From an optimization exercise on the open Yosys and OpenROAD flow, aimed at small area and a short achievable clock period; shortcuts taken in it are not production practice. RTL that was checked went through simulation tests only; none was proved equivalent to the original. For runs 5 and 6, only the layout was checked, not whether the RTL still works. Power figures rest on the tool's default switching activity, not on a simulated workload.

===== flow/config.mk =====
export PLATFORM = sky130hd
export DESIGN_NAME = fpcvt_top
export DESIGN_NICKNAME = fpcvt_top
export VERILOG_FILES = /design/flow/design.v
export SDC_FILE = /design/flow/constraint.sdc
export NUM_CORES = 4
export LEC_CHECK = 0
export ABC_AREA = 1
export CAP_MARGIN = 20
export CORE_MARGIN = 2
export CORE_UTILIZATION = 40
export SETUP_SLACK_MARGIN = 2.5
export SLEW_MARGIN = 20

===== flow/constraint.sdc =====
create_clock -name core_clock -period 7.0 [get_ports {clk}]
set_input_delay 1.4000 -clock core_clock [delete_from_list [all_inputs] [get_ports {clk}]]
set_output_delay 1.4000 -clock core_clock [all_outputs]
set_load 0.01 [all_outputs]

===== flow/design.v =====
package fpcvt_pkg;
    localparam int FLAG_W        = 3;
    localparam int FLAG_INVALID  = 2;
    localparam int FLAG_OVERFLOW = 1;
    localparam int FLAG_INEXACT  = 0;
    localparam int FP64_BIAS = 1023;
endpackage
`timescale 1ns/10ps
module fp64_to_int64 #(
    parameter int TAG_W = 4
) (
    input  logic                          clk,
    input  logic                          load,
    input  logic [63:0]                   in_data,
    input  logic [TAG_W-1:0]              in_tag,
    output logic [63:0]                   q_word,
    output logic                          q_sign,
    output logic [fpcvt_pkg::FLAG_W-1:0]  q_flags,
    output logic [TAG_W-1:0]              q_tag
);
    logic        s;
    logic [10:0] e;
    logic [51:0] m;
    logic        m_nz;
    logic        is_nan, in_rng, shifted, sat, exact_min, below_one, at_one;
    logic [5:0]  amt;
    logic [64:0] sh [0:6];
    logic [51:0] fmask;
    logic        inexact_n;
    logic [63:0] nxt_word;
    logic [fpcvt_pkg::FLAG_W-1:0] nxt_flags;
    assign s = in_data[63];
    assign e = in_data[62:52];
    assign m = in_data[51:0];
    assign m_nz = |m;
    assign is_nan    = (e == 11'h7ff) && m_nz;
    assign in_rng    = e[10] && (e[9:6] == 4'd0);
    assign shifted   = in_rng && (e[5:1] != 5'h1f);
    assign sat       = e[10] && !shifted && !is_nan;
    assign exact_min = (e == 11'd1086) && s && !m_nz;
    assign below_one = !e[10] && (e[9:0] != 10'h3ff);
    assign at_one    = !e[10] && (e[9:0] == 10'h3ff);
    assign amt   = ~e[5:0];
    assign sh[0] = {1'b1, m, 12'd0};
    for (genvar j = 0; j < 6; j++) begin : g_sh
        localparam int D = 1 << (5 - j);
        assign sh[j+1] = amt[5-j] ? {{D{1'b0}}, sh[j][64:D]} : sh[j];
    end
    always_comb begin
        for (int i = 0; i < 52; i++) begin
            fmask[i] = e[5:0] < 6'(51 - i);
        end
    end
    assign inexact_n = |(m & fmask);
    always_comb begin
        nxt_word = '0;
        if (shifted) nxt_word = sh[6][63:0];
        if (at_one)  nxt_word[0] = 1'b1;
        if (sat)     nxt_word = s ? 64'h8000_0000_0000_0000 : 64'h7fff_ffff_ffff_ffff;
    end
    always_comb begin
        nxt_flags = '0;
        nxt_flags[fpcvt_pkg::FLAG_INVALID]  = is_nan;
        nxt_flags[fpcvt_pkg::FLAG_OVERFLOW] = sat && !exact_min;
        nxt_flags[fpcvt_pkg::FLAG_INEXACT]  = (below_one && ((e != 11'd0) || m_nz))
                                            || (at_one && m_nz)
                                            || (shifted && inexact_n);
    end
    always_ff @(posedge clk) begin
        if (load) begin
            q_word  <= nxt_word;
            q_sign  <= s;
            q_flags <= nxt_flags;
            q_tag   <= in_tag;
        end
    end
endmodule
`timescale 1ns/10ps
module int64_to_fp64 #(
    parameter int TAG_W = 4
) (
    input  logic                 clk,
    input  logic                 load,
    input  logic [63:0]          in_data,
    input  logic [TAG_W-1:0]     in_tag,
    output logic [63:0]          q_word,
    output logic                 q_sticky,
    output logic [TAG_W-1:0]     q_tag
);
    logic        s;
    logic [63:0] x;
    logic [63:0] d;
    logic [5:0]  lzd;
    logic [63:0] xs [0:6];
    logic        low_nz;
    logic        is_zero;
    logic        pow2neg, pow2neg_v;
    logic [10:0] exp_v;
    logic [63:0] nxt_word;
    assign x = in_data;
    assign s = x[63];
    assign d[0] = 1'b1;
    assign d[63:1] = x[63:1] ^ x[62:0];
    lzc64 u_lzc (.v(d), .cnt(lzd));
    assign xs[0] = x;
    for (genvar j = 0; j < 6; j++) begin : g_sh
        localparam int D = 1 << (5 - j);
        assign xs[j+1] = lzd[5-j] ? {xs[j][63-D:0], {D{1'b0}}} : xs[j];
    end
    assign low_nz  = |xs[6][9:0];
    assign is_zero = (x == 64'd0);
    onehot0_63 u_oh (.v(d[63:1]), .ok(pow2neg_v));
    assign pow2neg = s && pow2neg_v;
    assign exp_v   = 11'd1085 - 11'(lzd) + 11'(pow2neg);
    always_comb begin
        nxt_word = {s, exp_v, xs[6][61:10]};
        if (is_zero) nxt_word = '0;
    end
    always_ff @(posedge clk) begin
        if (load) begin
            q_word    <= nxt_word;
            q_sticky  <= low_nz;
            q_tag     <= in_tag;
        end
    end
endmodule
module lzc64 (
    input  logic [63:0] v,
    output logic [5:0]  cnt
);
    logic [31:0] v1;  logic [0:0] c1 [0:31];
    logic [15:0] v2;  logic [1:0] c2 [0:15];
    logic [7:0]  v3;  logic [2:0] c3 [0:7];
    logic [3:0]  v4;  logic [3:0] c4 [0:3];
    logic [1:0]  v5;  logic [4:0] c5 [0:1];
    always_comb begin
        for (int i = 0; i < 32; i++) begin
            v1[i] = v[2*i+1] | v[2*i];
            c1[i] = !v[2*i+1];
        end
        for (int i = 0; i < 16; i++) begin
            v2[i] = v1[2*i+1] | v1[2*i];
            c2[i] = v1[2*i+1] ? {1'b0, c1[2*i+1]} : {1'b1, c1[2*i]};
        end
        for (int i = 0; i < 8; i++) begin
            v3[i] = v2[2*i+1] | v2[2*i];
            c3[i] = v2[2*i+1] ? {1'b0, c2[2*i+1]} : {1'b1, c2[2*i]};
        end
        for (int i = 0; i < 4; i++) begin
            v4[i] = v3[2*i+1] | v3[2*i];
            c4[i] = v3[2*i+1] ? {1'b0, c3[2*i+1]} : {1'b1, c3[2*i]};
        end
        for (int i = 0; i < 2; i++) begin
            v5[i] = v4[2*i+1] | v4[2*i];
            c5[i] = v4[2*i+1] ? {1'b0, c4[2*i+1]} : {1'b1, c4[2*i]};
        end
        cnt = v5[1] ? {1'b0, c5[1]} : {1'b1, c5[0]};
    end
endmodule
module onehot0_63 (
    input  logic [62:0] v,
    output logic        ok
);
    logic [63:0] a0, m0;
    logic [31:0] a1, m1;
    logic [15:0] a2, m2;
    logic [7:0]  a3, m3;
    logic [3:0]  a4, m4;
    logic [1:0]  a5, m5;
    always_comb begin
        a0 = {1'b0, v};
        m0 = '0;
        for (int i = 0; i < 32; i++) begin
            a1[i] = a0[2*i+1] | a0[2*i];
            m1[i] = a0[2*i+1] & a0[2*i];
        end
        for (int i = 0; i < 16; i++) begin
            a2[i] = a1[2*i+1] | a1[2*i];
            m2[i] = m1[2*i+1] | m1[2*i] | (a1[2*i+1] & a1[2*i]);
        end
        for (int i = 0; i < 8; i++) begin
            a3[i] = a2[2*i+1] | a2[2*i];
            m3[i] = m2[2*i+1] | m2[2*i] | (a2[2*i+1] & a2[2*i]);
        end
        for (int i = 0; i < 4; i++) begin
            a4[i] = a3[2*i+1] | a3[2*i];
            m4[i] = m3[2*i+1] | m3[2*i] | (a3[2*i+1] & a3[2*i]);
        end
        for (int i = 0; i < 2; i++) begin
            a5[i] = a4[2*i+1] | a4[2*i];
            m5[i] = m4[2*i+1] | m4[2*i] | (a4[2*i+1] & a4[2*i]);
        end
        ok = !(m5[1] | m5[0] | (a5[1] & a5[0]));
    end
endmodule
`timescale 1ns/10ps
module result_arbiter #(
    parameter int TAG_W = 4
) (
    input  logic                         clk,
    input  logic                         rst,
    input  logic                         f2i_valid,
    output logic                         f2i_ready,
    input  logic                         i2f_valid,
    output logic                         i2f_ready,
    output logic                         load0,
    output logic                         load1,
    input  logic [63:0]                  word0,
    input  logic                         sign0,
    input  logic [fpcvt_pkg::FLAG_W-1:0] flags0,
    input  logic [TAG_W-1:0]             tag0,
    input  logic [63:0]                  word1,
    input  logic                         sticky1,
    input  logic [TAG_W-1:0]             tag1,
    output logic                         res_valid,
    input  logic                         res_ready,
    output logic [63:0]                  res_data,
    output logic [fpcvt_pkg::FLAG_W-1:0] res_flags,
    output logic [TAG_W-1:0]             res_tag,
    output logic                         res_src
);
    logic held0, held1, prio, grant1;
    logic n_held0, n_held1, n_prio;
    logic take0, take1, xfer;
    logic [63:0] below0, below1;
    logic [63:0] r0, r1;
    assign res_valid = held0 | held1;
    assign res_src   = grant1;
    assign take0     = res_ready & !grant1;
    assign take1     = res_ready & grant1;
    assign f2i_ready = !held0 | take0;
    assign i2f_ready = !held1 | take1;
    assign load0     = f2i_valid & f2i_ready;
    assign load1     = i2f_valid & i2f_ready;
    assign xfer      = res_valid & res_ready;
    always_comb begin
        n_held0 = load0 | (held0 & !take0);
        n_held1 = load1 | (held1 & !take1);
        n_prio  = xfer ? !grant1 : prio;
        if (rst) begin
            n_held0 = 1'b0;
            n_held1 = 1'b0;
            n_prio  = 1'b0;
        end
    end
    always_ff @(posedge clk) begin
        held0  <= n_held0;
        held1  <= n_held1;
        prio   <= n_prio;
        grant1 <= n_held1 & (!n_held0 | n_prio);
    end
    function automatic [63:0] below_of;
        input [63:0] v;
        input        st;
        logic [63:0] p;
        p = {v[62:0], st};
        for (int l = 0; l < 6; l++) begin
            for (int i = 0; i < 64; i++) begin
                if ((i >> l) & 1)
                    p[i] = p[i] | p[((i >> l) << l) - 1];
            end
        end
        below_of = p;
    endfunction
    assign below0 = below_of(word0, 1'b0);
    assign below1 = below_of({12'd0, word1[51:0]}, sticky1);
    assign r0 = word0 ^ ({64{sign0}} & below0);
    assign r1 = {word1[63:52], word1[51:0] ^ ({52{word1[63]}} & below1[51:0])};
    assign res_data  = grant1 ? r1 : r0;
    assign res_flags = grant1 ? {2'b00, sticky1} : flags0;
    assign res_tag   = grant1 ? tag1 : tag0;
endmodule
`timescale 1ns/10ps
module fpcvt_top #(
    parameter int TAG_W = 4
) (
    input  logic                         clk,
    input  logic                         rst,
    input  logic                         f2i_valid,
    output logic                         f2i_ready,
    input  logic [63:0]                  f2i_data,
    input  logic [TAG_W-1:0]             f2i_tag,
    input  logic                         i2f_valid,
    output logic                         i2f_ready,
    input  logic [63:0]                  i2f_data,
    input  logic [TAG_W-1:0]             i2f_tag,
    output logic                         res_valid,
    input  logic                         res_ready,
    output logic [63:0]                  res_data,
    output logic [fpcvt_pkg::FLAG_W-1:0] res_flags,
    output logic [TAG_W-1:0]             res_tag,
    output logic                         res_src
);
    logic                         load0, load1;
    logic [63:0]                  word0, word1;
    logic                         sign0, sticky1;
    logic [fpcvt_pkg::FLAG_W-1:0] flags0;
    logic [TAG_W-1:0]             tag0, tag1;
    fp64_to_int64 #(.TAG_W(TAG_W)) u_f2i (
        .clk     (clk),
        .load    (load0),
        .in_data (f2i_data),
        .in_tag  (f2i_tag),
        .q_word  (word0),
        .q_sign  (sign0),
        .q_flags (flags0),
        .q_tag   (tag0)
    );
    int64_to_fp64 #(.TAG_W(TAG_W)) u_i2f (
        .clk       (clk),
        .load      (load1),
        .in_data   (i2f_data),
        .in_tag    (i2f_tag),
        .q_word    (word1),
        .q_sticky  (sticky1),
        .q_tag     (tag1)
    );
    result_arbiter #(.TAG_W(TAG_W)) u_arb (
        .clk       (clk),
        .rst       (rst),
        .f2i_valid (f2i_valid),
        .f2i_ready (f2i_ready),
        .i2f_valid (i2f_valid),
        .i2f_ready (i2f_ready),
        .load0     (load0),
        .load1     (load1),
        .word0     (word0),
        .sign0     (sign0),
        .flags0    (flags0),
        .tag0      (tag0),
        .word1     (word1),
        .sticky1   (sticky1),
        .tag1      (tag1),
        .res_valid (res_valid),
        .res_ready (res_ready),
        .res_data  (res_data),
        .res_flags (res_flags),
        .res_tag   (res_tag),
        .res_src   (res_src)
    );
endmodule

===== flow/flow/run.sh =====
#!/bin/bash
# The standard layout, with the port buffers made as buf_2 cells instead of
# the buffer_ports default (a slow delay cell on this platform).
set -euo pipefail
export BUFFER_PORTS_ARGS="-buffer_cell sky130_fd_sc_hd__buf_2"
bash standard.sh > flow_standard.log 2>&1

===== flow/standard.sh =====
#!/bin/bash
# synth_recipe.tcl (not shown) runs the flow's synth.tcl, then flattens the netlist and writes it again
# the make line also repeats each setting of config.mk as NAME=value (left out here)
make -C /OpenROAD-flow-scripts/flow DESIGN_CONFIG=/design/flow/config.mk WORK_HOME=/design/flow/orfs CLKGATE_MAP_FILE= SYNTH_SCRIPT=/design/flow/synth_recipe.tcl "${@:-finish}"

==> key figures, run 1 <==
Finish
  • Multi-input combinational cell area: 13000 um^2
  • Fill cells: ~5k
  • Area Overhead vs Synth: 14.7%
  • Commonest non-fill, non-tap cell in the layout: nand2_1
  • Fin nets: 3522
  • Leading cell types in the layout, fill and taps excluded: nand2_1, nand3_1, inv_1
  • Util after Layout: 46.5%
  • Layout cells sized above 1: 13.5%
  • Reg area: 4320 um^2

Route
  • Post-route ant nets: 0
  • Vias/cell: 5.93
  • DRC: 0
  • Initial DRC Count: 2768
  • Routed WL: about 86000 um
  • Routed vias: about 24k
  • Drt first pass iters: 6
  • Drt wl/cell: 21.8 um

Timing
  • Final Skew: 0.0159 ns
  • Period utilization: between 60 and 70%
  • Final Max Slew Viols: 0
  • Final Hold Fails: 0
  • RSZ-0062 raised after global routing: true
  • Final min period: 4.48 ns
  • Fmax: 223 MHz
  • Final setup vio count: 0
  • Slew @ Worst Pin: 0.997 ns
  • Sum Neg Setup Slack: 0 ns
  • Relative slew margins: 33.3%

Power and ir drop
  • Leak Pwr: between 10 and 15 nW
  • Design Power: 3.44 mW
  • Sw frac: 41.7%
  • Net switching power: 1.43 mW
  • Sequential share of power: 32.8%
  • Part of the power in the clock network: a little over a quarter
  • Pint: 2.00 mW
  • Pwr dens: 159 nW/um^2
  • Peak VDD IR: 0.164 mV
  • Logic pwr share: about two fifths

Global route
  • Initial antenna violation count: 0
  • GR Overflow Total: 0
  • Number of global-route vias before repair: roughly 21k
  • Largest net degree at the start of global routing: 81
  • GRT Overall Usage: roughly 34%
  • First-pass GRT wire length: 128000 um

Critical path
  • CP Capture Type: output port
  • Worst reg-to-reg setup slack: 4.08 ns
  • Worst r2r src: u_arb.grant1$_DFF_P_
  • Crit path max fanout: 5
  • Worst setup SP type: flop
  • Req. time, crit path: roughly 5.6 ns
  • R2R depth: 6
  • WS Path Type: flop to output port
  • WP data arrival: 3.08 ns
  • Reg2Reg Capture Point: u_f2i.q_sign$_DFFE_PP_

Run
  • Max Cap Violations: 0

Worst hold path
  • WHS Path Cells: 2
  • Worst Hold Path EP: u_arb.prio$_DFF_P_
  • HP Class: flop to flop
  • HP Start: u_arb.prio$_DFF_P_

Placed design
  • Final Wtd Congestion: 1.02
  • Detailed placement HPWL: 69300 um
  • Port bufs: 215

Synth
  • #FFs+latches synth: 145
  • Sequential fraction of the synthesis area: roughly 23%
  • Synth warnings: 12
  • Share of the synthesized area in the top cell type: 22.4%
  • Mapped Cells: 3202
  • Post-synth EDFFs: 141
  • Top cells by area, synth: edfxtp_1, nand2_1, nand3_1, o21ai_0, inv_1
  • Unique masters post-synth: 60
  • Area leader, netlist: edfxtp_1
  • Top FF cell, synth: edfxtp_1
  • Net Count, Synth: about 3.4k
  • Synth Area per Inst: 5.90 um^2
  • Async S/R FF share, synth: 0%
  • Mapped Area: 18900 um^2

Floorplanning
  • Total die area: 49000 um^2
  • Ports: 216
  • Total core area: 46600 um^2
  • Rows: 79
  • DIE HEIGHT: 221 um
  • Die width: roughly 220 um
  • Initial Util: 40.6%

Clocking
  • Total clock sinks: about 150
  • Max clock buf depth: 2
  • CTS tree: done
  • Clk latency of the worst-skew pair: 0.47 ns
  • Root Buffer Master: clkbuf_16
  • Clock slew at reported path FFs: 0.07 ns
  • CTS buffer count: 17
  • H-tree lvl count: 4

Outcome
  • Status: timing/DRC/antenna clean
[metrics by stage]
stage,std cells,setup WS [ns],area (um^2),hold slack (ns)
6_report,3968,2.52,21700,0.496
5_1_grt,3967,2.33,21700,0.550
4_1_cts,3948,2.50,21300,0.492
3_5_place_dp,3885,1.71,20300,0.477
3_3_place_gp,3885,1.74,20300,0.459
2_1_floorplan,3202,2.77,18900,0.446
[routing by layer]
layer  track usage, %  vias to the layer above  routed length (um)
met4             10.7                        0                2680
met3             5.63                      123                7600
met5                0                        -                   0
li1                 -                    11197                   -
met2             50.5                     1122               36800
met1             49.8                    11077               39400
[cell families (layout without fill, tap and decap cells)]
family	after synthesis	in the layout	share of synthesized area, %
simple gates	1826	1827	41.3
compound gates	628	629	19.7
buf+inv	506	662	10.7
flops	145	145	22.8
mux	41	41	2.17
fa+ha+maj	35	35	2.31
xor+xnor	21	21	0.974
other cells	0	1	0
[state kept, by name, summed over array words and instances (netlist names)]
signal	cells
u_i2f.q_tag	4
u_arb.held0	1
u_f2i.q_tag	4
u_f2i.q_sign	1
u_i2f.q_sticky	1
u_i2f.q_word	64
u_arb.held1	1
u_f2i.q_word	64
u_arb.prio	1
u_arb.grant1	1
u_f2i.q_flags	3
[power by group through the flow]
stage | combinational (mW) | sequential, mW | clock (mW)
after floorplan | 0.833 | 1.11 | 0
after global placement | 1.28 | 1.14 | 0
after detailed placement | 1.29 | 1.14 | 0
after CTS | 1.32 | 1.12 | 0.955
after global routing | 1.50 | 1.13 | 0.990
final | 1.37 | 1.13 | 0.936
[what timing repair did]
item / 4_1_cts / 5_1_grt
resized for setup: 60 / 61
gates cloned: 1 / 1
endpoints found under the hold margin: 0 / 0
hold buffers: 0 / 0
setup buffers: 30 / 17
endpoints found under the setup margin: 101 / 100
pin swaps: 15 / 22
[how the worst max path moves through the flow]
stage / from / end / slack [ns] / cells past startpoint
after detailed placement: i2f_data[42] / u_i2f.q_word[39]$_SDFFCE_PN0P_ / 1.71 / 18
after floorplan: i2f_data[46] / u_i2f.q_word[54]$_SDFFCE_PN0P_ / 2.77 / 18
after global routing: u_i2f.q_word[16]$_SDFFCE_PN0P_ / res_data[42] / 2.33 / 17
after global placement: i2f_data[42] / u_i2f.q_word[39]$_SDFFCE_PN0P_ / 1.74 / 18
after CTS: u_i2f.q_sticky$_DFFE_PP_ / res_data[45] / 2.50 / 17
final: u_f2i.q_word[1]$_DFFE_PP_ / res_data[44] / 2.52 / 15
[critical path: stages, from the launching register on]
cell and delay, ns:
edfxtp_1 0.45, nor3_2 0.22, nand4_1 0.21, nor2_4 0.20, nand3_4 0.12, inv_4 0.10, nand2_4 0.07, nor2_4 0.13
buf_6 0.14, nand2_2 0.06, or2_1 0.25, nand3_1 0.07, nand2_1 0.05, or2_1 0.27, o21ai_2 0.11, buf_2 0.17
[synthesized netlist by cell type, types with 6 or more instances]
library cell and number:
buf_1 25, nand3_1 446, buf_2 44, buf_4 9, o211ai_1 37, o221ai_1 45
o21ai_1 9, o21a_1 7, nor3_1 37, o21ai_0 296, mux2i_1 41, nor2_4 6
inv_1 309, xor2_1 13, nand2_1 931, o31ai_1 6, o22ai_1 41, nor2_1 305
edfxtp_1 141, nor4_1 24, a31oi_1 13, ha_1 34, a21oi_1 122, o2111ai_1 13
nand4_1 41, xnor2_1 8, inv_2 14, clkbuf_1 97
[area by class of cell]
class	count	share of cell area, %
Timing Repair Buffer	304	8.31
Inverter	326	5.70
Clock inverter	13	0.682
Multi-Input combinational cell	2553	59.8
Sequential cell	145	19.9
Tap cell	607	3.51
Antenna cell	1	0.0116
Clock buffer	19	2.04
==> inputs of run 2 (changes only) <==
--- a/flow/config.mk
+++ b/flow/config.mk
@@ -10,4 +10,5 @@
 export CORE_MARGIN = 2
 export CORE_UTILIZATION = 40
+export CTS_BUF_LIST = sky130_fd_sc_hd__clkbuf_8
 export SETUP_SLACK_MARGIN = 2.5
 export SLEW_MARGIN = 20
==> run 2 against run 1 <==
Clock power fell by 25%. Clock-buffer cell count fell by 1. Die area unchanged. Maximum frequency fell by 1.1%. Clock skew up 0.0058 ns. Setup slack worse by 0.049 ns.
==> key figures, run 2 <==
Critical path
  • R2R depth: 6
  • Crit path launch: u_f2i.q_word[1]$_DFFE_PP_
  • CP Capture Type: output port
  • Worst r2r src: u_arb.grant1$_DFF_P_
  • Critical Path End: res_data[44]
  • WS Path Type: flop to output port
  • CP cell instances: nor3_2 > nand4_1 > nor2_4 > nand3_4 > inv_4 > nand2_4 > nor2_4 > buf_6 > nand2_1 > or2_1 > nand3_1 > nand2_1 > or2_1 > o21ai_2 > buf_2
  • Crit path max fanout: 4
  • Worst reg-to-reg setup slack: around 4.1 ns
  • WP data arrival: around 3.1 ns
  • Slowest stage delay, CP: 0.46 ns
  • Slowest cell on crit path: edfxtp_1
  • Reg2Reg Capture Point: u_f2i.q_sign$_DFFE_PP_
  • Req. time, crit path: 5.60 ns
  • Worst setup SP type: flop

Run
  • Max Cap Violations: 0

Clocking
  • Clock slew at reported path FFs: roughly 0.090 ns
  • Total clock sinks: 145
  • CTS buffer count: 17
  • Max clock buf depth: 2
  • Clk latency of the worst-skew pair: approximately 0.53 ns
  • CTS tree: done
  • H-tree lvl count: 4
  • Root Buffer Master: clkbuf_8
  • Hold-fix buffers at CTS: 0

Placed design
  • Detailed placement HPWL: between 60000 and 70000 um
  • Post-place setup slack: 1.71 ns
  • Port bufs: 215
  • Final Wtd Congestion: slightly above 1

Route
  • DRC: 0
  • Vias/cell: 5.93
  • Post-route ant nets: 0
  • Routed vias: 23.6k
  • Drt wl/cell: between 20 and 25 um
  • Drt first pass iters: 8
  • Initial DRC Count: 2773
  • Routed WL: between 80000 and 90000 um

Synth
  • Area leader, netlist: edfxtp_1
  • #FFs+latches synth: 145
  • Async S/R FF share, synth: 0%
  • Count leader, synth: nand2_1
  • Post-synth EDFFs: about 140
  • Mapped Cells: between 3k and 4k
  • Synth Area per Inst: 5.90 um^2
  • Sequential fraction of the synthesis area: 22.8%
  • Unique masters post-synth: 60
  • Synth warnings: 12
  • Mapped Area: 18900 um^2
  • Share of the synthesized area in the top cell type: roughly 22%
  • Top cells by area, synth: edfxtp_1, nand2_1, nand3_1, o21ai_0, inv_1
  • Commonest cells in the netlist: nand2_1, nand3_1, inv_1
  • Net Count, Synth: 3377
  • Top FF cell, synth: edfxtp_1

Timing
  • RSZ-0062 raised after global routing: true
  • Fmax: 221 MHz
  • WHS: 0.502 ns
  • Final setup vio count: 0
  • Worst setup margin: 2.47 ns
  • Final Hold Fails: 0
  • Slew @ Worst Pin: 1.02 ns
  • Relative slew margins: 31.9%
  • Period utilization: between 60 and 70%
  • Final Max Slew Viols: 0
  • Final min period: 4.53 ns
  • Sum Neg Setup Slack: 0 ns
  • Final Skew: 0.0217 ns

Finish
  • Commonest non-fill, non-tap cell in the layout: nand2_1
  • Leading cell types in the layout, fill and taps excluded: nand2_1, nand3_1, inv_1
  • # diodes: 0
  • Layout cells sized above 1: 14.4%
  • Biggest regs: u_f2i.q_word: 64 flops, u_i2f.q_word: 64 flops
  • Fin nets: 3532
  • Area Overhead vs Synth: 14.9%

Power and ir drop
  • Peak VDD IR: 0.123 mV
  • Sequential share of power: 35.0%
  • Pint: about 1.8 mW
  • Sw frac: 44.0%
  • Logic pwr share: 43.2%
  • Leak Pwr: 10.2 nW
  • Part of the power in the clock network: between 20% and 30%
  • Net switching power: roughly 1.4 mW
  • Pwr dens: 148 nW/um^2

Outcome
  • Status: timing/DRC/antenna clean

Global route
  • First-pass GRT wire length: about 130000 um
  • GR Overflow Total: 0
  • Largest net degree at the start of global routing: just over 80
  • GRT Overall Usage: between 30% and 40%
  • Initial antenna violation count: 0
  • Number of global-route vias before repair: 21.2k

Floorplanning
  • Ports: 216
  • Die width: about 220 um
  • Initial Util: between 40% and 50%
  • DIE HEIGHT: about 220 um
  • Rows: 79
  • Total die area: just under 50000 um^2
  • Total core area: ~47000 um^2

Worst hold path
  • HP Class: flop to flop
[run 2: cell counts after synthesis]
No cell type changed its count.
[run 2: critical path, delay by kind of cell, from the launching register on]
kind	cells	cell delay, ns
buf+inv	3	0.41
compound gates	1	0.11
simple gates	11	1.62
flops	1	0.46
[run 2: cell families (layout without fill, tap and decap cells)]
logic type | count (synthesis) | after routing | share of synthesized area [%]
DFF | 145 | 145 | 22.8
buffers and inverters | 506 | 672 | 10.7
xor gates and xnor gates | 21 | 21 | 0.974
muxes | 41 | 41 | 2.17
AOI/OAI and AO/OA | 628 | 629 | 19.7
and+or+nand+nor | 1826 | 1827 | 41.3
adders and majority gates | 35 | 35 | 2.31
[run 2: per-layer routing]
layer	vias to the layer above	global-route usage, %	part of all wire, %
met5	-	0	0
met4	0	11.0	3.5
met3	120	5.76	8.8
met2	1153	50.7	42
met1	11078	49.8	46
li1	11229	-	-
[run 2: worst min path at each step]
| stage | endpoint | from | cells after the start |
|---|---|---|---|
| 2_1_floorplan | u_arb.prio$_DFF_P_ | u_arb.prio$_DFF_P_ | 2 |
| 3_5_place_dp | u_arb.prio$_DFF_P_ | u_arb.prio$_DFF_P_ | 2 |
| 5_1_grt | u_arb.prio$_DFF_P_ | u_arb.prio$_DFF_P_ | 2 |
| 4_1_cts | u_arb.prio$_DFF_P_ | u_arb.prio$_DFF_P_ | 2 |
| 6_report | u_arb.prio$_DFF_P_ | u_arb.prio$_DFF_P_ | 2 |
| 3_3_place_gp | u_arb.prio$_DFF_P_ | u_arb.prio$_DFF_P_ | 2 |
[run 2: power by group through the flow]
stage	clock network [mW]	logic, mW	registers [mW]
4_1_cts	0.714	1.32	1.12
3_3_place_gp	0	1.28	1.14
6_report	0.699	1.39	1.13
2_1_floorplan	0	0.833	1.11
5_1_grt	0.751	1.52	1.13
3_5_place_dp	0	1.29	1.14
[run 2: through the flow]
| step | utilization [%] | cell area, um^2 | total power, mW | std cells |
|---|---|---|---|---|
| 6_report | 46.6 | 21700 | 3.22 | 3977 |
| 2_1_floorplan | - | 18900 | 1.95 | 3202 |
| 3_5_place_dp | 43.5 | 20300 | 2.43 | 3885 |
| 5_1_grt | 46.6 | 21700 | 3.40 | 3977 |
| 3_3_place_gp | 43.5 | 20300 | 2.42 | 3885 |
| 4_1_cts | 45.5 | 21200 | 3.16 | 3953 |
[run 2: final cells by class]
| type | instances | area (um^2) |
|---|---|---|
| well taps | 607 | 759 |
| multi-input cells | 2553 | 13100 |
| inverters | 326 | 1240 |
| fillers | 5065 | 24900 |
| flip-flops and latches | 145 | 4320 |
| clock inverters | 14 | 151 |
| repair buffers | 314 | 1930 |
| clock buffers | 18 | 248 |
[run 2: timing repair]
| item | in CTS | in global routing |
|---|---|---|
| cloned | 1 | 2 |
| resized for setup | 74 | 81 |
| pin swaps | 18 | 33 |
| hold endpoints to repair | 0 | 0 |
| setup buffers | 35 | 21 |
| endpoints found under the setup margin | 104 | 101 |
==> inputs of run 3 (changes only) <==
==> flow/flow/run.sh (replaced) <==
#!/bin/bash
# The standard layout, with the port buffers made as buf_1 cells instead of
# the buffer_ports default (a slow delay cell on this platform).
set -euo pipefail
export BUFFER_PORTS_ARGS="-buffer_cell sky130_fd_sc_hd__buf_1"
bash standard.sh > flow_standard.log 2>&1
--- a/flow/config.mk
+++ b/flow/config.mk
@@ -10,5 +10,4 @@
 export CORE_MARGIN = 2
 export CORE_UTILIZATION = 40
-export CTS_BUF_LIST = sky130_fd_sc_hd__clkbuf_8
 export SETUP_SLACK_MARGIN = 2.5
 export SLEW_MARGIN = 20
==> run 3 against run 2 <==
Still clean on timing, DRC and antenna. Synthesized area unchanged. Critical path depth unchanged. Via count up 0.48%. Hold slack better by 0.0057 ns. Routed wire length up 0.26%. Cell area down 0.37%. Clock-buffer cell count down 1. Sequential share of layout area up 0.074 points. Core utilization down 0.17 points. Sequential power about the same.
==> key figures, run 3 <==
Timing
  • Slew @ Worst Pin: 1.12 ns
  • Sum Neg Setup Slack: 0 ns
  • Final Skew: 0.0239 ns
  • Final min period: 4.46 ns
  • Period utilization: between 60 and 70%
  • RSZ-0062 raised after global routing: true
  • Relative slew margins: 25.2%
  • Final Hold Fails: 0
  • Final setup vio count: 0
  • Final Max Slew Viols: 0
  • Fmax: 224 MHz

Floorplanning
  • Total die area: 49000 um^2
  • Rows: 79
  • DIE HEIGHT: 221 um
  • Ports: 216
  • Die width: 221 um
  • Total core area: between 40000 and 50000 um^2
  • Initial Util: 40.6%

Placed design
  • Post-DP Area: 20000 um^2
  • Dpl cells: 3878
  • Detailed placement HPWL: a little under 70000 um
  • Port bufs: 215
  • Final Wtd Congestion: 0.998

Run
  • Max Cap Violations: 0

Finish
  • Leading cell types in the layout, fill and taps excluded: nand2_1, nand3_1, inv_1
  • Util after Layout: a little under half
  • Biggest regs: u_f2i.q_word: 64 flops, u_i2f.q_word: 64 flops
  • Post-route cell area: 21600 um^2
  • Area Overhead vs Synth: 14.5%
  • Commonest non-fill, non-tap cell in the layout: nand2_1
  • Layout cells sized above 1: 8.26%
  • Fin cells: 3973
  • Fin nets: 3527

Critical path
  • Worst reg-to-reg setup slack: 4.02 ns
  • Crit path max fanout: 4
  • Worst r2r src: u_arb.grant1$_DFF_P_
  • R2R depth: 6
  • Worst setup SP type: flop
  • Slowest cell on crit path: edfxtp_1
  • CP cell instances: nor3_4 > nand4_1 > nor2_4 > nand3_4 > inv_4 > nand2_4 > nor2_4 > buf_6 > nand2_2 > or2_1 > nand3_1 > nand2_1 > or2_1 > o21ai_2 > buf_2
  • WP data arrival: roughly 3.1 ns
  • Req. time, crit path: 5.60 ns
  • WS Path Type: flop to output port
  • CP Capture Type: output port
  • Reg2Reg Capture Point: u_f2i.q_word[51]$_DFFE_PP_
  • Slowest stage delay, CP: 0.45 ns

Global route
  • First-pass GRT wire length: 129000 um
  • Initial antenna violation count: 0
  • Largest net degree at the start of global routing: 81
  • GRT Overall Usage: 34.1%
  • Number of global-route vias before repair: 20.9k
  • GR Overflow Total: 0

Synth
  • Mapped Area: 18900 um^2
  • Async S/R FF share, synth: 0%
  • Top FF cell, synth: edfxtp_1
  • Net Count, Synth: 3377
  • Sequential fraction of the synthesis area: 22.8%
  • Post-synth EDFFs: 141
  • Count leader, synth: nand2_1
  • Mapped Cells: ~3.2k
  • Top cells by area, synth: edfxtp_1, nand2_1, nand3_1, o21ai_0, inv_1
  • Share of the synthesized area in the top cell type: 22.4%
  • Area leader, netlist: edfxtp_1
  • Synth Area per Inst: 5.90 um^2
  • Commonest cells in the netlist: nand2_1, nand3_1, inv_1
  • #FFs+latches synth: 145
  • Unique masters post-synth: 60
  • Synth warnings: 12

Worst hold path
  • HP Class: flop to flop
  • WHS Path Cells: 2
  • Worst Hold Path EP: u_arb.prio$_DFF_P_
  • HP Start: u_arb.prio$_DFF_P_

Power and ir drop
  • Peak VDD IR: between 0.15 and 0.2 mV
  • Leak Pwr: 9.69 nW
  • Pwr dens: 160 nW/um^2
  • Design Power: 3.46 mW

Clocking
  • H-tree lvl count: 4
  • CTS buffer count: 17
  • Clk latency of the worst-skew pair: between 0.4 and 0.5 ns
  • Max clock buf depth: 2
  • Total clock sinks: between 100 and 150
  • CTS tree: done
  • Root Buffer Master: clkbuf_16
  • Clock slew at reported path FFs: roughly 0.07 ns

Route
  • Routed vias: 23.7k
  • DRC: 0
  • Drt wl/cell: about 22 um
  • Vias/cell: 5.96
  • Initial DRC Count: between 2k and 3k
  • Drt first pass iters: 6
  • Post-route ant nets: 0
  • Routed WL: 87200 um

Outcome
  • Status: timing/DRC/antenna clean
==> run 3: power breakdown <==
part	switching, mW	internal, mW	leakage [nW]
Clock	0.433	0.550	0.314
Combinational	0.947	0.396	7.97
Sequential	0.0694	1.06	1.41
Total	1.45	2.01	9.69
==> run 3: timing repair <==
action	CTS	global route
hold endpoints to repair	0	0
hold buffers	0	0
setup endpoints to repair	102	103
cloned	2	1
resized for setup	59	109
pin swaps	17	34
setup buffers	34	25
==> run 3: kinds of logic after synthesis <==
logic type | synth area share (%)
adder cells (fa/ha/maj) | 2.31
flip-flops | 22.8
AND/OR/NAND/NOR | 41.3
buffers and inverters | 10.7
AO/OA/AOI/OAI | 19.7
multiplexers | 2.17
XOR/XNOR | 0.974
==> run 3: stage by stage <==
stage          worst slack (ns)  hold WS [ns]
2_1_floorplan              2.77         0.446
3_3_place_gp               1.47         0.464
3_5_place_dp               1.40         0.481
4_1_cts                    2.47         0.498
5_1_grt                    2.34         0.555
6_report                   2.54         0.507
==> run 3: critical path: cells and delay by family (launching register included) <==
family                 cells  cell delay [ns]
AO/OA/AOI/OAI              1             0.11
buffers and inverters      3             0.41
flip-flops                 1             0.45
AND/OR/NAND/NOR           11             1.62
==> run 3: layer usage <==
metal | up-vias | global-route usage, % | part of all wire, % | wire (um)
met2 | 1118 | 50.6 | 42 | 36900
met5 | - | 0 | 0 | 0
met4 | 0 | 9.29 | 2.9 | 2540
met1 | 11220 | 50.7 | 46 | 40200
li1 | 11228 | - | - | -
met3 | 128 | 5.78 | 8.5 | 7430
==> run 3: area by class of cell <==
cell class              instances  area (um^2)
diodes                          1         2.50
clock buffers                  17          425
clock inverters                15          215
fillers                      5061        24900
inverters                     326         1240
multi-input cells            2554        13000
flip-flops and latches        145         4320
well taps                     607          759
repair buffers                308         1640
==> run 3: worst max path at each step <==
stage	slack, ns	end	from
6_report	2.54	res_data[44]	u_f2i.q_word[2]$_DFFE_PP_
5_1_grt	2.34	res_data[44]	u_i2f.q_word[16]$_SDFFCE_PN0P_
4_1_cts	2.47	res_data[6]	u_f2i.q_word[1]$_DFFE_PP_
3_5_place_dp	1.40	u_i2f.q_word[50]$_SDFFCE_PN0P_	i2f_data[47]
3_3_place_gp	1.47	u_i2f.q_word[31]$_SDFFCE_PN0P_	i2f_data[47]
2_1_floorplan	2.77	u_i2f.q_word[54]$_SDFFCE_PN0P_	i2f_data[46]
==> inputs of run 4 (changes only) <==
==> flow/flow/run.sh (replaced) <==
#!/bin/bash
# The standard layout, with the port buffers made as buf_4 cells instead of
# the buffer_ports default (a slow delay cell on this platform), and setup
# repair limited to sizing, pin swaps and cloning (no buffer chains).
set -euo pipefail
export BUFFER_PORTS_ARGS="-buffer_cell sky130_fd_sc_hd__buf_4"
export SETUP_MOVE_SEQUENCE="unbuffer,sizeup,swap,clone"
bash standard.sh > flow_standard.log 2>&1
--- a/flow/config.mk
+++ b/flow/config.mk
@@ -10,4 +10,4 @@
 export CORE_MARGIN = 2
 export CORE_UTILIZATION = 40
-export SETUP_SLACK_MARGIN = 2.5
+export SETUP_SLACK_MARGIN = 3.0
 export SLEW_MARGIN = 20
==> run 4 against run 3 <==
Still clean on timing, DRC and antenna. Clock skew decreased by 0.012 ns. Sequential share of layout area shrank 2.5 points. Non-clock buffer count decreased by 47. Routed wire length up 5.1%. Maximum frequency fell by 7.1%. Largest cell class unchanged. Highest routed layer unchanged.
==> key figures, run 4 <==
Outcome
  • Status: timing/DRC/antenna clean

Clocking
  • CTS tree: done
  • Root Buffer Master: clkbuf_16
  • Clk latency of the worst-skew pair: 0.46 ns
  • Hold-fix buffers at CTS: 0
  • H-tree lvl count: 4
  • Total clock sinks: 145
  • Max clock buf depth: 2
  • Clock slew at reported path FFs: about 0.07 ns
  • CTS buffer count: 17

Floorplanning
  • DIE HEIGHT: 221 um
  • Rows: 79
  • Total die area: 49000 um^2
  • Ports: 216
  • Die width: 221 um
  • Total core area: ~47000 um^2
  • Initial Util: approximately 41%

Worst hold path
  • HP Start: u_arb.prio$_DFF_P_
  • HP Class: flop to flop

Synth
  • Mapped Cells: 3202
  • Sequential fraction of the synthesis area: between 20% and 30%
  • Unique masters post-synth: 60
  • #FFs+latches synth: 145
  • Share of the synthesized area in the top cell type: 22.4%
  • Post-synth EDFFs: 141
  • Net Count, Synth: 3377
  • Async S/R FF share, synth: 0%
  • Synth Area per Inst: just under 6 um^2
  • Top cells by area, synth: edfxtp_1, nand2_1, nand3_1, o21ai_0, inv_1
  • Top FF cell, synth: edfxtp_1
  • Area leader, netlist: edfxtp_1
  • Mapped Area: 18900 um^2
  • Synth warnings: 12
  • Commonest cells in the netlist: nand2_1, nand3_1, inv_1
  • Count leader, synth: nand2_1

Global route
  • First-pass GRT wire length: 132000 um
  • Largest net degree at the start of global routing: 80
  • Initial antenna violation count: 0
  • GRT Overall Usage: 35.0%
  • Number of global-route vias before repair: 21.4k
  • GR Overflow Total: 0

Critical path
  • Slowest stage delay, CP: between 0.5 and 0.6 ns
  • WP buf/inv: 4
  • Crit path launch: u_i2f.q_word[0]$_SDFFCE_PN0P_
  • Worst r2r src: u_arb.grant1$_DFF_P_
  • Slowest cell on crit path: edfxtp_1
  • Crit path max fanout: 7
  • WS Path Type: flop to output port
  • CP Capture Type: output port
  • Req. time, crit path: 5.60 ns
  • CP cell instances: nor2_4 > nand2_4 > nor2_4 > nand3_4 > nor2_4 > nand3_4 > inv_4 > nand2_4 > nor2_4 > buf_6 > clkinvlp_4 > nor2_4 > nand3b_1 > nand3_1 > nand2_2 > o21ai_4 > buf_6
  • Cell family with most CP delay: simple AND/OR/NAND/NOR gates
  • Worst setup SP type: flop
  • WP data arrival: about 3.4 ns
  • Most used cell, CP: nor2_4

Timing
  • Final min period: roughly 4.8 ns
  • Sum Neg Setup Slack: 0 ns
  • Final Skew: 0.0118 ns
  • Period utilization: ~70%
  • RSZ-0062 raised after global routing: true
  • Final Max Slew Viols: 0
  • Final Hold Fails: 0
  • Slew @ Worst Pin: roughly 0.93 ns
  • Final setup vio count: 0
  • Relative slew margins: 37.9%
  • WHS: 0.499 ns
  • Worst setup margin: around 2.2 ns
  • Fmax: 208 MHz

Route
  • Drt wl/cell: approximately 23 um
  • Drt first pass iters: 6
  • Post-route ant nets: 0
  • DRC: 0
  • Initial DRC Count: 3014
  • Vias/cell: 6.10
  • Routed WL: 91600 um
  • Routed vias: 24.1k

Power and ir drop
  • Pint: 2.10 mW
  • Sequential share of power: 31.3%
  • Logic pwr share: 44.8%
  • Design Power: about 3.6 mW
  • Sw frac: 41.8%
  • Leak Pwr: 10.8 nW
  • Part of the power in the clock network: about a quarter
  • Pwr dens: 146 nW/um^2
  • Net switching power: ~1.5 mW
  • Peak VDD IR: 0.195 mV

Placed design
  • Dpl cells: 3880
  • Post-DP Area: between 20000 and 25000 um^2
  • Port bufs: about 220
  • Detailed placement HPWL: slightly below 70000 um
  • Final Wtd Congestion: 0.970
  • Post-place setup slack: 1.44 ns

Finish
  • Post-route cell area: 24700 um^2
  • Commonest non-fill, non-tap cell in the layout: nand2_1
  • Fin cells: 3956
  • Util after Layout: 53.0%
  • Leading cell types in the layout, fill and taps excluded: nand2_1, nand3_1, nor2_1
  • # diodes: 0
  • Layout cells sized above 1: 25.1%
  • Area Overhead vs Synth: 30.5%
  • Biggest regs: u_f2i.q_word: 64 flops, u_i2f.q_word: 64 flops
  • Fin nets: 3512

Run
  • Max Cap Violations: 0
[run 4: cell types whose count changed in the layout (fill, tap and decap cells not counted), sizes merged, moves of 4 or more]
| cell | delta |
|---|---|
| inv | -14 |
| clkbuf | -10 |
| nand2 | +6 |
| nor2 | +13 |
| buf | -37 |
| clkinvlp | +18 |
| o21ai | +4 |
[run 4: cells by family (layout without fill, tap and decap cells)]
family	after synthesis	in the layout	share of synthesized area, %
AO/OA/AOI/OAI	628	635	19.7
buffers and inverters	506	624	10.7
XOR/XNOR	21	21	0.974
flip-flops	145	145	22.8
adder cells (fa/ha/maj)	35	35	2.31
multiplexers	41	41	2.17
AND/OR/NAND/NOR	1826	1848	41.3
[run 4: path summary, 6_finish.rpt]
check	cells past startpoint	endpoint	slack, ns
max	17	res_data[44]	2.20
min	2	u_arb.prio$_DFF_P_	0.50
max reg2reg	4	u_i2f.q_word[59]$_SDFFCE_PN0P_	4.45
min reg2reg	2	u_arb.prio$_DFF_P_	0.50
[run 4: power groups by stage]
| stage | clock, mW | combinational (mW) | sequential [mW] |
|---|---|---|---|
| 2_1_floorplan | 0 | 0.835 | 1.11 |
| 3_3_place_gp | 0 | 1.33 | 1.14 |
| 3_5_place_dp | 0 | 1.34 | 1.14 |
| 4_1_cts | 0.874 | 1.45 | 1.13 |
| 5_1_grt | 0.911 | 1.74 | 1.13 |
| 6_report | 0.861 | 1.61 | 1.13 |
[run 4: metal layers]
| metal | up-vias | wire [um] | GRT usage (%) |
|---|---|---|---|
| li1 | 11249 | - | - |
| met1 | 11412 | 40900 | 51.8 |
| met2 | 1272 | 38300 | 50.9 |
| met3 | 187 | 9020 | 5.76 |
| met4 | 0 | 3360 | 12.3 |
| met5 | - | 0 | 0 |
[run 4: final cells by class]
| cell class | count | area [um^2] |
|---|---|---|
| fill | 4723 | 21900 |
| multi-input combinational | 2580 | 15400 |
| sequential | 145 | 4320 |
| timing repair buffer | 261 | 2250 |
| inverter | 326 | 1340 |
| tap | 607 | 759 |
| clock buffer | 19 | 433 |
| clock inverter | 12 | 109 |
| timing repair inverter | 6 | 36.3 |
[run 4: timing repair]
item / 4_1_cts / 5_1_grt
setup buffers: 0 / 0
gates cloned: 27 / 17
gates resized for setup: 352 / 352
setup endpoints to repair: 118 / 175
pin swaps: 112 / 172
[run 4: worst reg2reg max path, cell delays in order, from the launching register on]
cell,delay (ns)
dfxtp_2,0.33
buf_4,0.67
a21oi_1,0.27
nor2_4,0.13
buf_4,0.69
==> inputs of run 5 (changes only) <==
--- a/flow/design.v
+++ b/flow/design.v
@@ -223,6 +223,8 @@
     logic n_held0, n_held1, n_prio;
     logic take0, take1, xfer;
-    logic [63:0] below0, below1;
-    logic [63:0] r0, r1;
+    logic [63:0] w;
+    logic        neg;
+    logic [63:0] below;    
+    logic [63:0] flip;
     assign res_valid = held0 | held1;
     assign res_src   = grant1;
@@ -250,9 +252,9 @@
         grant1 <= n_held1 & (!n_held0 | n_prio);
     end
-    function automatic [63:0] below_of;
-        input [63:0] v;
-        input        st;
+    assign w   = grant1 ? word1 : word0;
+    assign neg = grant1 ? word1[63] : sign0;
+    always_comb begin
         logic [63:0] p;
-        p = {v[62:0], st};
+        p = {w[62:0], grant1 & sticky1};
         for (int l = 0; l < 6; l++) begin
             for (int i = 0; i < 64; i++) begin
@@ -261,11 +263,11 @@
             end
         end
-        below_of = p;
-    endfunction
-    assign below0 = below_of(word0, 1'b0);
-    assign below1 = below_of({12'd0, word1[51:0]}, sticky1);
-    assign r0 = word0 ^ ({64{sign0}} & below0);
-    assign r1 = {word1[63:52], word1[51:0] ^ ({52{word1[63]}} & below1[51:0])};
-    assign res_data  = grant1 ? r1 : r0;
+        below = p;
+    end
+    always_comb begin
+        flip = {64{neg}} & below;
+        flip[63:52] = flip[63:52] & {12{!grant1}};
+    end
+    assign res_data  = w ^ flip;
     assign res_flags = grant1 ? {2'b00, sticky1} : flags0;
     assign res_tag   = grant1 ? tag1 : tag0;
==> run 5 against run 4 <==
Cell area decreased by 7.6%. Sequential share of layout area increased by 1.4 points. Routed wire length is 1.9% higher.
==> key figures, run 5 <==
Outcome
  • Status: timing/DRC/antenna clean

Clocking
  • Clk latency of the worst-skew pair: 0.47 ns
  • H-tree lvl count: 4
  • CTS tree: done
  • Max clock buf depth: 2
  • Root Buffer Master: clkbuf_16
  • Clock slew at reported path FFs: 0.07 ns
  • Total clock sinks: 145
  • Hold-fix buffers at CTS: 0
  • CTS buffer count: 17

Critical path
  • WS Path Type: flop to output port
  • CP Capture Type: output port
  • WP buf/inv: 5
  • Crit path max fanout: 24
  • WP data arrival: 3.76 ns
  • CP cell instances: bufbuf_16 > mux2i_1 > nand2_1 > nor2_4 > inv_2 > nor4_4 > nand2_8 > inv_8 > nand2_1 > inv_2 > nand2_1 > nand2_1 > xor2_1 > buf_4
  • Reg2Reg Capture Point: u_i2f.q_word[33]$_SDFFCE_PN0P_
  • Worst r2r src: u_arb.grant1$_DFF_P_
  • Req. time, crit path: 5.60 ns
  • Slowest stage delay, CP: roughly 0.67 ns
  • Slowest cell on crit path: dfxtp_4
  • R2R depth: 3
  • Worst reg-to-reg setup slack: between 4 and 5 ns
  • Cell family with most CP delay: simple AND/OR/NAND/NOR gates
  • Worst setup SP type: flop
  • Most used cell, CP: nand2_1

Placed design
  • Post-DP Area: a little under 20000 um^2
  • Final Wtd Congestion: 1.08
  • Port bufs: 215
  • Detailed placement HPWL: slightly below 70000 um

Global route
  • Number of global-route vias before repair: ~20k
  • First-pass GRT wire length: 130000 um
  • Largest net degree at the start of global routing: slightly below 80
  • Initial antenna violation count: 2
  • GRT Overall Usage: 37.5%
  • GR Overflow Total: 0

Route
  • Routed vias: 22.6k
  • Initial DRC Count: 3297
  • Routed WL: between 90000 and 100000 um
  • Drt first pass iters: 8
  • DRC: 0
  • Vias/cell: 6.20
  • Post-route ant nets: 0
  • Drt wl/cell: 25.6 um

Synth
  • #FFs+latches synth: 145
  • Mapped Area: 17900 um^2
  • Area leader, netlist: edfxtp_1
  • Mapped Cells: 2901
  • Commonest cells in the netlist: nand2_1, nand3_1, o21ai_0
  • Synth warnings: 12
  • Async S/R FF share, synth: 0%
  • Net Count, Synth: 3076
  • Sequential fraction of the synthesis area: 24.1%
  • Unique masters post-synth: 63
  • Top FF cell, synth: edfxtp_1
  • Count leader, synth: nand2_1
  • Top cells by area, synth: edfxtp_1, nand2_1, nand3_1, o21ai_0, inv_1
  • Share of the synthesized area in the top cell type: 23.6%
  • Synth Area per Inst: 6.18 um^2
  • Post-synth EDFFs: between 100 and 150

Timing
  • Final Max Slew Viols: 0
  • Sum Neg Setup Slack: 0 ns
  • RSZ-0062 raised after global routing: true
  • Relative slew margins: approximately a fifth
  • Slew @ Worst Pin: 1.21 ns
  • Final Skew: between 0.007 and 0.008 ns
  • Period utilization: 73.7%
  • Final min period: 5.16 ns
  • Final Hold Fails: 0
  • Fmax: 194 MHz
  • Final setup vio count: 0

Run
  • Max Cap Violations: 0

Power and ir drop
  • Pwr dens: 166 nW/um^2
  • Design Power: 3.78 mW
  • Peak VDD IR: 0.159 mV
  • Leak Pwr: roughly 10 nW

Floorplanning
  • Total core area: approximately 44000 um^2
  • Initial Util: about two fifths
  • Rows: 77
  • Ports: 216
  • Total die area: 46500 um^2
  • Die width: roughly 220 um
  • DIE HEIGHT: about 220 um

Finish
  • Reg area: 4320 um^2
  • Area Overhead vs Synth: 27.2%
  • Fill cells: 4479
  • Leading cell types in the layout, fill and taps excluded: nand2_1, nand3_1, buf_4
  • Post-route cell area: 22800 um^2
  • Multi-input combinational cell area: 13400 um^2
  • Commonest non-fill, non-tap cell in the layout: nand2_1
  • Fin nets: 3216
  • Layout cells sized above 1: a little over a fifth
  • Biggest regs: u_f2i.q_word: 64 flops, u_i2f.q_word: 64 flops

Worst hold path
  • HP Class: flop to flop
  • Worst Hold Path EP: u_arb.prio$_DFF_P_
  • HP Start: u_arb.prio$_DFF_P_
  • WHS Path Cells: 2
-- run 5: area by class of cell --
| cell class | instances | share of cell area [%] |
|---|---|---|
| repair inverters | 8 | 0.214 |
| well taps | 592 | 3.25 |
| multi-input cells | 2346 | 58.8 |
| repair buffers | 268 | 11.4 |
| clock buffers | 17 | 1.87 |
| inverters | 255 | 4.60 |
| diodes | 1 | 0.0110 |
| clock inverters | 15 | 0.895 |
| flip-flops and latches | 145 | 18.9 |
-- run 5: metal layers --
metal	GRT usage, %	vias to the layer above	routed length (um)
li1	-	10211	-
met1	55.9	10641	40200
met2	52.5	1552	37700
met3	10.5	207	12600
met4	9.54	4	2970
met5	0	-	25
-- run 5: worst max path at each step --
stage	start	endpoint	slack, ns	cells after the start
global route	u_arb.grant1$_DFF_P_	res_data[43]	1.74	18
detailed placement	i2f_data[39]	u_i2f.q_word[57]$_SDFFCE_PN0P_	1.74	13
floorplan	i2f_data[44]	u_i2f.q_word[56]$_SDFFCE_PN0P_	3.03	18
finish	u_arb.grant1$_DFF_P_	res_data[43]	1.84	14
global placement	i2f_data[39]	u_i2f.q_word[57]$_SDFFCE_PN0P_	1.61	13
CTS	u_arb.grant1$_DFF_P_	res_data[43]	1.95	15
-- run 5: timing repair --
action,CTS,global route
pin swaps,25,131
setup buffers,0,0
endpoints found under the hold margin,0,0
setup endpoints to repair,183,182
resized for setup,156,288
cloned,21,18
-- run 5: power breakdown --
group	total, mW	leakage (nW)	internal (mW)	switching, mW
registers	1.11	1.41	1.06	0.0472
logic	1.71	8.50	0.598	1.11
clock network	0.960	0.302	0.490	0.470
-- run 5: cells by family (layout without fill, tap and decap cells) --
group                      count (synthesis)  count (layout)  synth area share [%]
and+or+nand+nor                         1688            1694                  40.8
adders and majority gates                 34              34                  2.37
xor gates and xnor gates                  55              55                  2.69
AOI/OAI and AO/OA                        495             500                  16.7
buffers and inverters                    421             563                  9.70
muxes                                     63              63                  3.60
other                                      0               1                     0
DFF                                      145             145                  24.1
-- run 5: through the flow --
stage	setup WS (ns)	cells	hold WS (ns)	utilization, %
finish	1.84	3647	0.489	51.5
global route	1.74	3646	0.552	51.5
CTS	1.95	3628	0.496	48.1
detailed placement	1.74	3575	0.476	44.7
global placement	1.61	3575	0.460	44.7
floorplan	3.03	2901	0.446	-
-- run 5: tightest hold or removal path, stage by stage, from the launching register on --
cell     delay (ns)
dfxtp_1        0.31
a21oi_1        0.07
nor2_1         0.08
==> inputs of run 6 (changes only) <==
==> flow/flow/run.sh (replaced) <==
#!/bin/bash
# The standard layout, with the port buffers made as buf_1 cells instead of
# the buffer_ports default (a slow delay cell on this platform).
set -euo pipefail
export BUFFER_PORTS_ARGS="-buffer_cell sky130_fd_sc_hd__buf_1"
bash standard.sh > flow_standard.log 2>&1
--- a/flow/config.mk
+++ b/flow/config.mk
@@ -10,4 +10,4 @@
 export CORE_MARGIN = 2
 export CORE_UTILIZATION = 40
-export SETUP_SLACK_MARGIN = 3.0
+export SETUP_SLACK_MARGIN = 2.5
 export SLEW_MARGIN = 20
==> run 6 against run 5 <==
Routed wire length decreased by 3.6%. Clock-buffer cell count stayed put. Core utilization decreased by 3.0 points. Synthesized area is the same. Cell area fell by 5.8%. Sequential power about the same.
==> key figures, run 6 <==
Synth
  • Mapped Cells: 2901
  • Share of the synthesized area in the top cell type: 23.6%
  • Synth Area per Inst: between 6 and 7 um^2
  • Count leader, synth: nand2_1
  • Post-synthesis compound-gate area fraction: 16.7%
  • Commonest cells in the netlist: nand2_1, nand3_1, o21ai_0
  • Top cells by area, synth: edfxtp_1, nand2_1, nand3_1, o21ai_0, inv_1
  • Mux contribution to synthesized area: 3.60%
  • Largest family of logic cells by synthesized area: simple AND/OR/NAND/NOR gates
  • Synth warnings: 12
  • Top FF cell, synth: edfxtp_1
  • Sequential fraction of the synthesis area: 24.1%
  • Async S/R FF share, synth: 0%
  • #FFs+latches synth: 145
  • Area leader, netlist: edfxtp_1
  • Synth Area in XOR/XNOR: under 10%
  • Post-synth EDFFs: 141
  • Mapped Area: around 18000 um^2
  • Synth Area in Simple Gates: 40.8%
  • Adder-cell area share of the yosys netlist: 2.37%
  • Unique masters post-synth: 63
  • Net Count, Synth: 3076

Critical path
  • Most used cell, CP: nand2_2
  • R2R depth: 8
  • Worst r2r src: u_arb.grant1$_DFF_P_
  • CP cell instances: buf_12 > buf_6 > buf_12 > nand2_2 > nand2_2 > nor2_4 > nand2_2 > nor2_4 > inv_2 > nor4_4 > nand2_8 > nor2_4 > nand2_2 > nand2_2 > o211ai_1 > nand2_1 > buf_2
  • Worst reg-to-reg setup slack: 4.45 ns
  • Reg2Reg Capture Point: u_f2i.q_word[35]$_DFFE_PP_
  • Crit path max fanout: 8
  • Worst setup SP type: flop
  • Crit path launch: u_arb.grant1$_DFF_P_
  • Req. time, crit path: between 5 and 6 ns
  • Slowest cell on crit path: dfxtp_4
  • Critical Path End: res_data[54]
  • CP Capture Type: output port
  • Slowest stage delay, CP: 0.37 ns
  • WP data arrival: 3.32 ns
  • WS Path Type: flop to output port

Clocking
  • Clock slew at reported path FFs: around 0.070 ns
  • Clk latency of the worst-skew pair: 0.47 ns
  • H-tree lvl count: 4
  • Max clock buf depth: 2
  • CTS buffer count: 17
  • Root Buffer Master: clkbuf_16
  • Hold-fix buffers at CTS: 0
  • CTS tree: done
  • Total clock sinks: 145

Timing
  • Slew @ Worst Pin: 1.08 ns
  • Worst setup margin: 2.28 ns
  • Final Hold Fails: 0
  • Sum Neg Setup Slack: 0 ns
  • Period utilization: between 60 and 70%
  • Final setup vio count: 0
  • Final min period: 4.72 ns
  • Relative slew margins: 27.4%
  • Fmax: 212 MHz
  • Final Skew: around 0.012 ns
  • Final Max Slew Viols: 0
  • RSZ-0062 raised after global routing: true

Floorplanning
  • DIE HEIGHT: 216 um
  • Total core area: 44200 um^2
  • Ports: 216
  • Initial Util: 40.5%
  • Rows: 77
  • Total die area: between 40000 and 50000 um^2
  • Die width: about 220 um

Placed design
  • Final Wtd Congestion: 1.07
  • Detailed placement HPWL: 69800 um
  • Post-DP Area: about 19000 um^2
  • Port bufs: approximately 220
  • Post-place setup slack: 1.38 ns

Finish
  • Fin nets: 3274
  • Area Overhead vs Synth: 19.8%
  • Biggest regs: u_f2i.q_word: 64 flops, u_i2f.q_word: 64 flops
  • Leading cell types in the layout, fill and taps excluded: nand2_1, nand3_1, inv_1
  • Post-route cell area: 21500 um^2
  • Layout cells sized above 1: 12.5%
  • Commonest non-fill, non-tap cell in the layout: nand2_1
  • Util after Layout: 48.5%

Route
  • Drt wl/cell: 24.3 um
  • Vias/cell: 6.06
  • Routed vias: 22.5k
  • Initial DRC Count: 3164
  • Routed WL: 90000 um
  • DRC: 0
  • Drt first pass iters: 7
  • Post-route ant nets: 0

Global route
  • First-pass GRT wire length: between 100000 and 150000 um
  • Number of global-route vias before repair: 20.1k
  • Largest net degree at the start of global routing: 78
  • GR Overflow Total: 0
  • GRT Overall Usage: 37.5%
  • Initial antenna violation count: 5

Worst hold path
  • HP Class: flop to flop

Power and ir drop
  • Design Power: around 3.6 mW
  • Leak Pwr: roughly 9.6 nW
  • Peak VDD IR: ~0.3 mV
  • Pwr dens: roughly 170 nW/um^2

Run
  • Max Cap Violations: 0

Outcome
  • Status: timing/DRC/antenna clean
## run 6: report_power, final
| part | internal, mW | switching, mW |
|---|---|---|
| logic | 0.497 | 1.05 |
| clock network | 0.542 | 0.430 |
| registers | 1.06 | 0.0456 |
## run 6: how the worst min path moves through the flow
| stage | slack (ns) | from | end | cells past startpoint |
|---|---|---|---|---|
| 2_1_floorplan | 0.45 | u_arb.prio$_DFF_P_ | u_arb.prio$_DFF_P_ | 2 |
| 3_5_place_dp | 0.49 | u_arb.prio$_DFF_P_ | u_arb.prio$_DFF_P_ | 2 |
| 5_1_grt | 0.55 | u_arb.prio$_DFF_P_ | u_arb.prio$_DFF_P_ | 2 |
| 6_report | 0.50 | u_arb.prio$_DFF_P_ | u_arb.prio$_DFF_P_ | 2 |
| 3_3_place_gp | 0.47 | u_arb.prio$_DFF_P_ | u_arb.prio$_DFF_P_ | 2 |
| 4_1_cts | 0.50 | u_arb.prio$_DFF_P_ | u_arb.prio$_DFF_P_ | 2 |
## run 6: cell families after synthesis
| logic type | Yosys count |
|---|---|
| buffers and inverters | 421 |
| DFF | 145 |
| and+or+nand+nor | 1688 |
| muxes | 63 |
| AOI/OAI and AO/OA | 495 |
| xor gates and xnor gates | 55 |
| adders and majority gates | 34 |
## run 6: what timing repair did
item	4_1_cts	5_1_grt
setup buffers	49	27
resized for setup	159	127
gates cloned	7	1
setup endpoints to repair	122	142
pin swaps	29	29
## run 6: critical path, delay by kind of cell (launching register included)
family                 cells  cell delay (ns)
buffers and inverters      5             0.62
flip-flops                 1             0.37
AO/OA/AOI/OAI              1             0.11
AND/OR/NAND/NOR           11             1.72
## run 6: cell type report
| type | instances | area, um^2 |
|---|---|---|
| diodes | 1 | 2.50 |
| clock buffers | 17 | 425 |
| flip-flops and latches | 145 | 4320 |
| inverters | 255 | 1020 |
| clock inverters | 15 | 191 |
| well taps | 592 | 741 |
| fillers | 4712 | 22800 |
| multi-input cells | 2338 | 12600 |
| repair inverters | 2 | 17.5 |
| repair buffers | 340 | 2140 |
## run 6: metal layers
metal | wire length (um) | vias to the layer above | track usage, %
met5 | 11 | - | 0
met4 | 3010 | 2 | 12.1
met3 | 10900 | 160 | 10.9
met2 | 36200 | 1348 | 51.6
met1 | 39800 | 10651 | 55.3
li1 | - | 10306 | -
## run 6: through the flow
stage	instances	hold WS, ns
3_3_place_gp	3588	0.468
4_1_cts	3676	0.504
5_1_grt	3705	0.548
6_report	3705	0.499
2_1_floorplan	2901	0.446
3_5_place_dp	3588	0.486

-- re-timing with driven ports --
No port has a modelled driver above. Below, the same layouts with a new extraction and two added sets of constraints. Step 1: set_driving_cell puts a clkbuf_16 on clk and a buf_2 on each other input, an assumption about the parent block. Step 2, shift: input delay + t, output delay - t, t = (earliest + latest rising clock arrival at the registers) / 2. This alone moves slack from input paths to output paths. a / b / c = ideal / step 1 / step 2; a / b = the first two.
run | shift t [ns] | setup WS [ns] | hold slack, ns
run 1 | 0.518 | 2.516 / 2.457 / 2.160 | 0.496 / 0.496 / 0.496
run 2 | 0.576 | 2.467 / 2.413 / 1.991 | 0.502 / 0.502 / 0.502
run 3 | 0.516 | 2.543 / 2.484 / 2.139 | 0.507 / 0.507 / 0.507
run 4 | 0.508 | 2.202 / 2.147 / 1.781 | 0.499 / 0.499 / 0.499
run 5 | 0.525 | 1.843 / 1.787 / 1.801 | 0.489 / 0.489 / 0.489
run 6 | 0.524 | 2.277 / 2.218 / 2.019 | 0.499 / 0.499 / 0.499
After both steps setup and hold are still met in every run listed. For run 2, which loses most, drivers alone change the setup slack by -0.054 ns; drivers and shift together by -0.476 ns.
